This design comes from an exercise in tuning for small area on the open sky130 flow, not from production work.
Function not checked in this run: the RTL went through the layout flow alone.
Power figures rest on the tool's default switching activity, not on a simulated workload.

[flow/design.v]
`timescale 1ns/100ps
package dll_tx_pkg;
  typedef logic [31:0] dword_t;
  typedef logic [3:0]  keep_t;
  typedef logic [11:0] seq_num_t;
  typedef logic [7:0]  hdr_credit_t;
  typedef logic [11:0] data_credit_t;
  typedef logic [9:0]  tlp_len_t;
  typedef logic [31:0] crc_t;
  typedef enum logic [2:0] {
    CC_NONE,
    CC_P_HDR,
    CC_P_DATA,
    CC_NP_HDR,
    CC_NP_DATA,
    CC_CPL_HDR,
    CC_CPL_DATA
  } credit_class_e;
  localparam logic [7:0] TK_MRD    = 8'h00;
  localparam logic [7:0] TK_MWR    = 8'h40;
  localparam logic [7:0] TK_IORD   = 8'h02;
  localparam logic [7:0] TK_IOWR   = 8'h42;
  localparam logic [7:0] TK_CFGRD0 = 8'h04;
  localparam logic [7:0] TK_CFGWR0 = 8'h44;
  localparam logic [7:0] TK_MSG    = 8'h30;
  localparam logic [7:0] TK_MSGD   = 8'h70;
  localparam logic [7:0] TK_CPL    = 8'h0A;
  localparam logic [7:0] TK_CPLD   = 8'h4A;
  localparam int DW_PER_DATA_CREDIT = 4;
  localparam crc_t CRC_POLY = 32'hEDB88320;
endpackage
`timescale 1ns/100ps
module dll_tx_top
#(
  parameter dll_tx_pkg::seq_num_t SEQ_INIT = '0
) (
  input  logic         clk_i,
  input  logic         rst_i,
  input  dll_tx_pkg::dword_t       s_tdata_i,
  input  logic         s_tvalid_i,
  input  logic         s_tlast_i,
  output logic         s_tready_o,
  output dll_tx_pkg::dword_t       m_tdata_o,
  output dll_tx_pkg::keep_t        m_tkeep_o,
  output logic         m_tvalid_o,
  output logic         m_tlast_o,
  input  logic         m_tready_i,
  output dll_tx_pkg::seq_num_t     seq_num_o,
  input  logic         update_fc_i,
  input  dll_tx_pkg::hdr_credit_t  fc_ph_i,
  input  dll_tx_pkg::hdr_credit_t  fc_nph_i,
  input  dll_tx_pkg::hdr_credit_t  fc_cplh_i,
  input  dll_tx_pkg::data_credit_t fc_pd_i,
  input  dll_tx_pkg::data_credit_t fc_npd_i,
  input  dll_tx_pkg::data_credit_t fc_cpld_i
);
  localparam logic [2:0] ST_CLR  = 3'd0;
  localparam logic [2:0] ST_CR   = 3'd1;
  localparam logic [2:0] ST_REV  = 3'd2;
  localparam logic [2:0] ST_DATA = 3'd3;
  localparam logic [2:0] ST_PW   = 3'd4;
  localparam logic [2:0] ST_TAIL = 3'd5;
  localparam logic [2:0] ST_C1   = 3'd6;
  localparam logic [2:0] ST_C2   = 3'd7;
  logic [2:0]  st_q, st_d;
  logic [4:0]  cnt_q, cnt_d;
  logic [4:0]  ph_q;
  logic [31:0] crc_q;       
  logic [15:0] carry_q;     
  logic [11:0] seq_q;
  logic        fcv_q;       
  logic        cc_q;        
  logic [6:0]  lph_q, lnph_q, lcplh_q;
  logic [11:0] lpd_q, lnpd_q, lcpld_q;
  logic [18:0] up_q, unp_q, ucpl_q;
  logic is_clr, is_cr, is_rev, is_data, is_pw, is_tail, is_c1, is_c2;
  assign is_clr  = (st_q == ST_CLR);
  assign is_cr   = (st_q == ST_CR);
  assign is_rev  = (st_q == ST_REV);
  assign is_data = (st_q == ST_DATA);
  assign is_pw   = (st_q == ST_PW);
  assign is_tail = (st_q == ST_TAIL);
  assign is_c1   = (st_q == ST_C1);
  assign is_c2   = (st_q == ST_C2);
  logic [7:0] ft;
  logic       t_p, t_np, t_cpl, d_len, d_one, has;
  logic [7:0] dl, rd;
  assign ft    = s_tdata_i[7:0];
  assign t_p   = (ft == 8'h40) || (ft == 8'h70) || (ft == 8'h30);
  assign t_np  = (ft == 8'h00) || (ft == 8'h02) || (ft == 8'h04) || (ft == 8'h42) || (ft == 8'h44);
  assign t_cpl = (ft == 8'h0A) || (ft == 8'h4A);
  assign d_len = (ft == 8'h40) || (ft == 8'h70) || (ft == 8'h4A);
  assign d_one = (ft == 8'h42) || (ft == 8'h44);
  assign has   = t_p || t_np || t_cpl;
  assign dl    = {s_tdata_i[17:16], s_tdata_i[31:26]};
  assign rd    = d_one ? 8'd1 : (d_len ? ((dl == 8'd0) ? 8'd1 : dl) : 8'd0);
  logic hok, pre_ok, dok;
  logic [11:0] xp, xnp, xcpl;
  assign hok = (t_p   && (lph_q   != up_q[18:12])) ||
               (t_np  && (lnph_q  != unp_q[18:12])) ||
               (t_cpl && (lcplh_q != ucpl_q[18:12]));
  assign pre_ok = !has || (fcv_q && hok);
  assign xp   = lpd_q   - up_q[11:0];
  assign xnp  = lnpd_q  - unp_q[11:0];
  assign xcpl = lcpld_q - ucpl_q[11:0];
  assign dok  = !has || (t_p && !xp[11]) || (t_np && !xnp[11]) || (t_cpl && !xcpl[11]);
  logic ph0, ph18, start, chk, add_op, sub_op, op;
  assign ph0    = (ph_q == 5'd0);
  assign ph18   = (ph_q == 5'd18);
  assign start  = is_cr && (cnt_q == 5'd0) && ph0 && s_tvalid_i && pre_ok;
  assign chk    = is_cr && (cnt_q == 5'd19);
  assign add_op = start || (is_cr && (cnt_q != 5'd0) && !chk);
  assign sub_op = is_rev || (chk && !dok);
  assign op     = add_op || sub_op;
  always_comb begin
    st_d = st_q;
    case (st_q)
      ST_CLR:  if (ph18) st_d = ST_CR;
      ST_CR:   if (chk) st_d = dok ? ST_DATA : ST_REV;
      ST_REV:  if (ph18) st_d = ST_CR;
      ST_DATA: if (s_tvalid_i && (&cnt_q)) st_d = ST_PW;
      ST_PW:   if (m_tready_i) st_d = s_tlast_i ? ST_TAIL : ST_DATA;
      ST_TAIL: if (cnt_q[4]) st_d = ST_C1;
      ST_C1:   if (m_tready_i) st_d = ST_C2;
      default: if (m_tready_i) st_d = ST_CR;
    endcase
  end
  always_comb begin
    cnt_d = 5'd0;
    if (add_op || (is_data && s_tvalid_i) || (is_tail && !cnt_q[4])) cnt_d = cnt_q + 5'd1;
  end
  always_ff @(posedge clk_i) begin
    if (rst_i) begin
      st_q  <= ST_CLR;
      cnt_q <= '0;
      ph_q  <= '0;
    end else begin
      st_q  <= st_d;
      cnt_q <= cnt_d;
      ph_q  <= ph18 ? 5'd0 : ph_q + 5'd1;
    end
  end
  logic u, r, cin, w, cout;
  assign u    = (t_p && up_q[0]) || (t_np && unp_q[0]) || (t_cpl && ucpl_q[0]);
  assign r    = (ph_q == 5'd12) || ((ph_q[4:3] == 2'b00) && rd[ph_q[2:0]]);
  assign cin  = cc_q && !ph0 && (ph_q != 5'd12);
  assign w    = u ^ r ^ cin;
  assign cout = ((u ^ sub_op) && r) || ((u ^ sub_op) && cin) || (r && cin);
  always_ff @(posedge clk_i) begin
    cc_q   <= cout;
    up_q   <= {is_clr ? 1'b0 : ((op && t_p)   ? w : up_q[0]),   up_q[18:1]};
    unp_q  <= {is_clr ? 1'b0 : ((op && t_np)  ? w : unp_q[0]),  unp_q[18:1]};
    ucpl_q <= {is_clr ? 1'b0 : ((op && t_cpl) ? w : ucpl_q[0]), ucpl_q[18:1]};
  end
  always_ff @(posedge clk_i) begin
    if (update_fc_i) begin
      lph_q   <= fc_ph_i[6:0];
      lnph_q  <= fc_nph_i[6:0];
      lcplh_q <= fc_cplh_i[6:0];
      lpd_q   <= fc_pd_i;
      lnpd_q  <= fc_npd_i;
      lcpld_q <= fc_cpld_i;
    end
  end
  always_ff @(posedge clk_i) begin
    if (rst_i) fcv_q <= 1'b0;
    else if (update_fc_i) fcv_q <= 1'b1;
  end
  logic        b, g, crc_en, crc_clr;
  logic [31:0] crc_step;
  assign b        = cnt_q[4] ? s_tdata_i[cnt_q[3:0]] : carry_q[cnt_q[3:0]];
  assign g        = crc_q[0] ^ b;
  assign crc_step = {g, crc_q[31:1] ^ ({31{~g}} & dll_tx_pkg::CRC_POLY[30:0])};
  assign crc_clr  = is_clr || is_cr || is_rev;
  assign crc_en   = (is_data && s_tvalid_i) || (is_tail && !cnt_q[4]);
  always_ff @(posedge clk_i) begin
    if (crc_clr) crc_q <= '0;
    else if (crc_en) crc_q <= crc_step;
  end
  always_ff @(posedge clk_i) begin
    if (is_pw && m_tready_i) carry_q <= s_tdata_i[31:16];
    else if (is_c1 && m_tready_i) carry_q <= crc_q[31:16];
    else if (is_cr) carry_q <= {seq_q[7:0], 4'h0, seq_q[11:8]};
  end
  always_ff @(posedge clk_i) begin
    if (rst_i) seq_q <= SEQ_INIT;
    else if (is_c1 && m_tready_i) seq_q <= seq_q + 12'd1;
  end
  assign m_tvalid_o = is_pw || is_c1 || is_c2;
  assign m_tlast_o  = is_c2;
  assign m_tkeep_o  = {~is_c2, ~is_c2, 2'b11};
  assign m_tdata_o  = {({16{is_pw}} & s_tdata_i[15:0]) | ({16{is_c1}} & crc_q[15:0]), carry_q};
  assign s_tready_o = is_pw && m_tready_i;
  assign seq_num_o  = seq_q;
endmodule
[flow/config.mk]
export PLATFORM = sky130hd
export DESIGN_NAME = dll_tx_top
export DESIGN_NICKNAME = dll_tx_top
export VERILOG_FILES = /design/flow/design.v
export SDC_FILE = /design/flow/constraint.sdc
export NUM_CORES = 4
export LEC_CHECK = 0
export CAP_MARGIN = 20
export CORE_MARGIN = 2
export CORE_UTILIZATION = 70
export CTS_BUF_LIST = sky130_fd_sc_hd__clkbuf_8
export PLACE_DENSITY = 0.8
export SLEW_MARGIN = 20
[flow/standard.sh]
#!/bin/bash
# synth_recipe.tcl (not shown) runs the flow's synth.tcl, then flattens the netlist and writes it again
# the make line also repeats each setting of config.mk as NAME=value (left out here)
make -C /OpenROAD-flow-scripts/flow DESIGN_CONFIG=/design/flow/config.mk WORK_HOME=/design/flow/orfs CLKGATE_MAP_FILE= SYNTH_SCRIPT=/design/flow/synth_recipe.tcl "${@:-finish}"
[flow/flow/run.sh]
#!/bin/bash
# Standard ORFS layout, except that the port buffers are the smallest buffer cell.
set -euo pipefail
export BUFFER_PORTS_ARGS="-buffer_cell sky130_fd_sc_hd__buf_1"
bash standard.sh > flow_standard.log 2>&1
[flow/constraint.sdc]
create_clock -name core_clock -period 7.0 [get_ports {clk_i}]
set_input_delay 1.4000 -clock core_clock [delete_from_list [all_inputs] [get_ports {clk_i}]]
set_output_delay 1.4000 -clock core_clock [all_outputs]
set_load 0.01 [all_outputs]
==> results.cfg <==
[status]
outcome = timing/DRC/antenna clean

[global_route]
grt_max_degree = 59
grt_pass1_wl_um = 29200
overflow = 0
grt_antenna_before_repair = 0
grt_pass1_vias = 6075
grtUsageTotal_pct = 28.9

[floorplan]
pin_count = 149
initial_core_util_pct = 72.5
core_region_area_um2 = 11600
rows = 39
die_w_um = 113
die_area_um2 = 12900
fp.dieH_um = 113

[timing]
max_freq_mhz = 237
tightestPinTransition_ns = 0.852
timing.final.ws_setup_ns = 2.77
rsz0062_at_grt = false
relSlewSlack_pct = 43.2
finalSetupViolCount = 0
post-route-min-period_ns = 4.23
hold_ws_ns = 0.355
setup_tns_ns = 0
fin_skew_ns = 0.0101
hold_viol = 0
drv_slew = 0
period_share_pct = 60.4

[min_path]
hold_class = register to register

[cts]
cts.hold.buffers_added = 0
cts-root-buf = clkbuf_8
cts-resized-gates = 0
clkLatencyLatePin_ns = 0.45
htree_levels = 4
cts_max_path_buffers = 2
cts_tree = done
postCtsSetupRepairBufs = 0
numCtsBuffers = 17
clkTransAtPathRegs_ns = 0.09
clock_sinks = 189

[placement]
dpl_worst_slack_ns = 2.39
io_buffer_count = 143
place_congestion = 0.928
hpwl_um = 13000

[job]
maxCapViolations = 0

[yosys]
synth_area_um2 = 8380
ys_ff_latch = 189
synth_edf_count = 73
yosysUniqueCellTypes = 65
syn_inst = 789
avgSynthCellArea_um2 = 10.6
synthTopCellsByCount = dfxtp_1 (116), nand2_1 (105), edfxtp_1 (73)
yosysTopAreaCellShare_pct = 27.7
synthTopCellsByArea = dfxtp_1 (28%), edfxtp_1 (26%), ha_1 (5.5%), nand2_1 (4.7%), mux2i_1 (4.2%)
synth_warnings = 1
yosysMostFrequentCell = dfxtp_1
synth_seq_area_share_pct = 53.9
synth_top_area_cell = dfxtp_1
async_reset_ff_share_pct = 0
ys.flop_type = dfxtp_1

[worst_setup_path]
crit_fanout = 30
crit_chain = nand2b_1, or2_2, nor2_1, buf_1
worstSetupPathType = register to primary output
slowest_stage = dfxtp_1
critPathLaunchType = register
max_stage_delay_ns = 0.77
crit_required_ns = 5.60
arrival_ns = 2.83
cp-end-kind = primary output

[routing]
ant_nets = 0
route.detailed.drc = 0
drt_iter0_drc = 451
drt_wl_total_um = 18100
wl_per_cell_um = 16.8
vias = 6278
via_per_inst = 5.83
dr.pass1.iters = 7

[layout]
area_growth_pct = 12.4
final_layout_size_suffix_gt1_share_pct = 7.17
multi_input_comb_area_um2 = 3570
diodes = 0
regArea_um2 = 4520
n_fill_cell = 736
finalNetCount = 1056

[pwr]
p_leak_nw = 3.15
power.total_mw = 2.04
max-vdd-ir-drop_uv = 292
pwr_density_cell_nw_per_um2 = 217
[logic make-up after synthesis]
kind of cell / share of synthesized area (%)
adder cells (fa/ha/maj): 5.52
flip-flops: 53.9
other: 0.0447
buffers and inverters: 3.91
XOR/XNOR: 6.06
AO/OA/AOI/OAI: 10.0
AND/OR/NAND/NOR: 13.3
multiplexers: 7.31
[state kept, by name (all words and copies together) (netlist names)]
| register | cells |
|---|---|
| carry_q | 16 |
| cc_q | 1 |
| cnt_q | 5 |
| crc_q | 32 |
| fcv_q | 1 |
| lcpld_q | 12 |
| lcplh_q | 7 |
| lnpd_q | 12 |
| lnph_q | 7 |
| lpd_q | 12 |
| lph_q | 7 |
| ph_q | 5 |
| seq_q | 12 |
| st_q | 3 |
| ucpl_q | 19 |
| unp_q | 19 |
| up_q | 19 |
[path summary, 6_finish.rpt]
check	startpoint	endpoint	slack [ns]	cells after the start
max reg2reg	lcpld_q[10]$_DFFE_PP_	unp_q[18]$_SDFF_PP0_	3.50	10
max	st_q[2]$_SDFFE_PP0P_	s_tready_o	2.77	4
min reg2reg	unp_q[6]$_DFF_P_	unp_q[5]$_DFF_P_	0.35	0
min	unp_q[6]$_DFF_P_	unp_q[5]$_DFF_P_	0.35	0
[worst max-delay path, delay by kind of cell, from the launching register on]
| family | cells | cell delay, ns |
|---|---|---|
| flops | 1 | 0.77 |
| simple gates | 3 | 1.44 |
| buf+inv | 1 | 0.17 |
[power by group]
part / total (mW) / switching [mW] / leakage, nW / internal [mW]
Clock: 0.743 / 0.384 / 0.204 / 0.358
Sequential: 1.19 / 0.0150 / 1.62 / 1.17
Combinational: 0.113 / 0.0633 / 1.33 / 0.0499
Total: 2.04 / 0.463 / 3.15 / 1.58
[metrics by stage]
stage	instances	instance area [µm²]	util (%)
finish	1077	9420	81.5
global route	1077	9420	81.5
CTS	1077	9410	81.4
detailed placement	1045	8990	77.7
global placement	1045	8990	77.7
floorplan	790	8390	-
[final cells by class]
| class | count | share of cell area, % |
|---|---|---|
| flip-flops and latches | 189 | 47.9 |
| clock buffers | 17 | 2.48 |
| clock inverters | 15 | 1.97 |
| well taps | 143 | 1.90 |
| multi-input cells | 522 | 37.9 |
| inverters | 43 | 1.71 |
| repair buffers | 148 | 6.11 |
[cells in the final DEF, fill, tap and decap left out, types with 3 or more instances in the layout]
master      netlist  final
nand4_1           3      3
nand2_1         105    105
buf_4             6      5
xnor2_1          30     29
clkbuf_8          0     17
a211oi_1          3      3
bufinv_16         0      3
or3_1             3      3
nand3_1          19     19
ha_1             37     37
nor2b_1           4      4
mux2i_1          35     35
xor2_1           28     28
a21oi_1          63     62
nor4_1            5      5
mux4_2           10     10
inv_6             0      4
a2111oi_0         3      3
inv_1            43     43
o211ai_1          7      7
o21ai_0          23     22
and3_1            5      5
clkinvlp_4        0      3
nor3_1           15     15
nor2_1           67     67
edfxtp_1         73     73
clkinv_4          0      3
buf_1             2    142
nand2b_1          5      5
dfxtp_1         116    115
[metal layers]
metal  vias up  GRT usage (%)  wire length [µm]
met3        35           6.54              1290
met5         -              0                 0
met4         0           9.11               366
li1       3021              -                 -
met2       256           49.3              9050
met1      2966           37.1              7380

## afterwards: timing with drivers on the ports
Ports are ideal in the flow. The routed layout listed here was re-timed in OpenROAD. Step 1: set_driving_cell puts a clkbuf_16 on clk_i and a buf_2 on each other input, an assumption about the parent block. Step 2 times the ports against the registers' clock, not the clock port: input delays grow and output delays shrink by t, the midpoint of the rising clock arrivals with the driver on. a / b / c = ideal / step 1 / step 2; a / b = the first two.
t, ns: 0.486
setup slack, ns: 2.772 / 2.735 / 2.330
clock arrival spread, ns: 0.012 / 0.011
cell pins on the clock port's net: 1
After both steps setup and hold are still met in this run. The setup slack of this run moves by -0.037 ns with the drivers and by -0.442 ns with both steps.
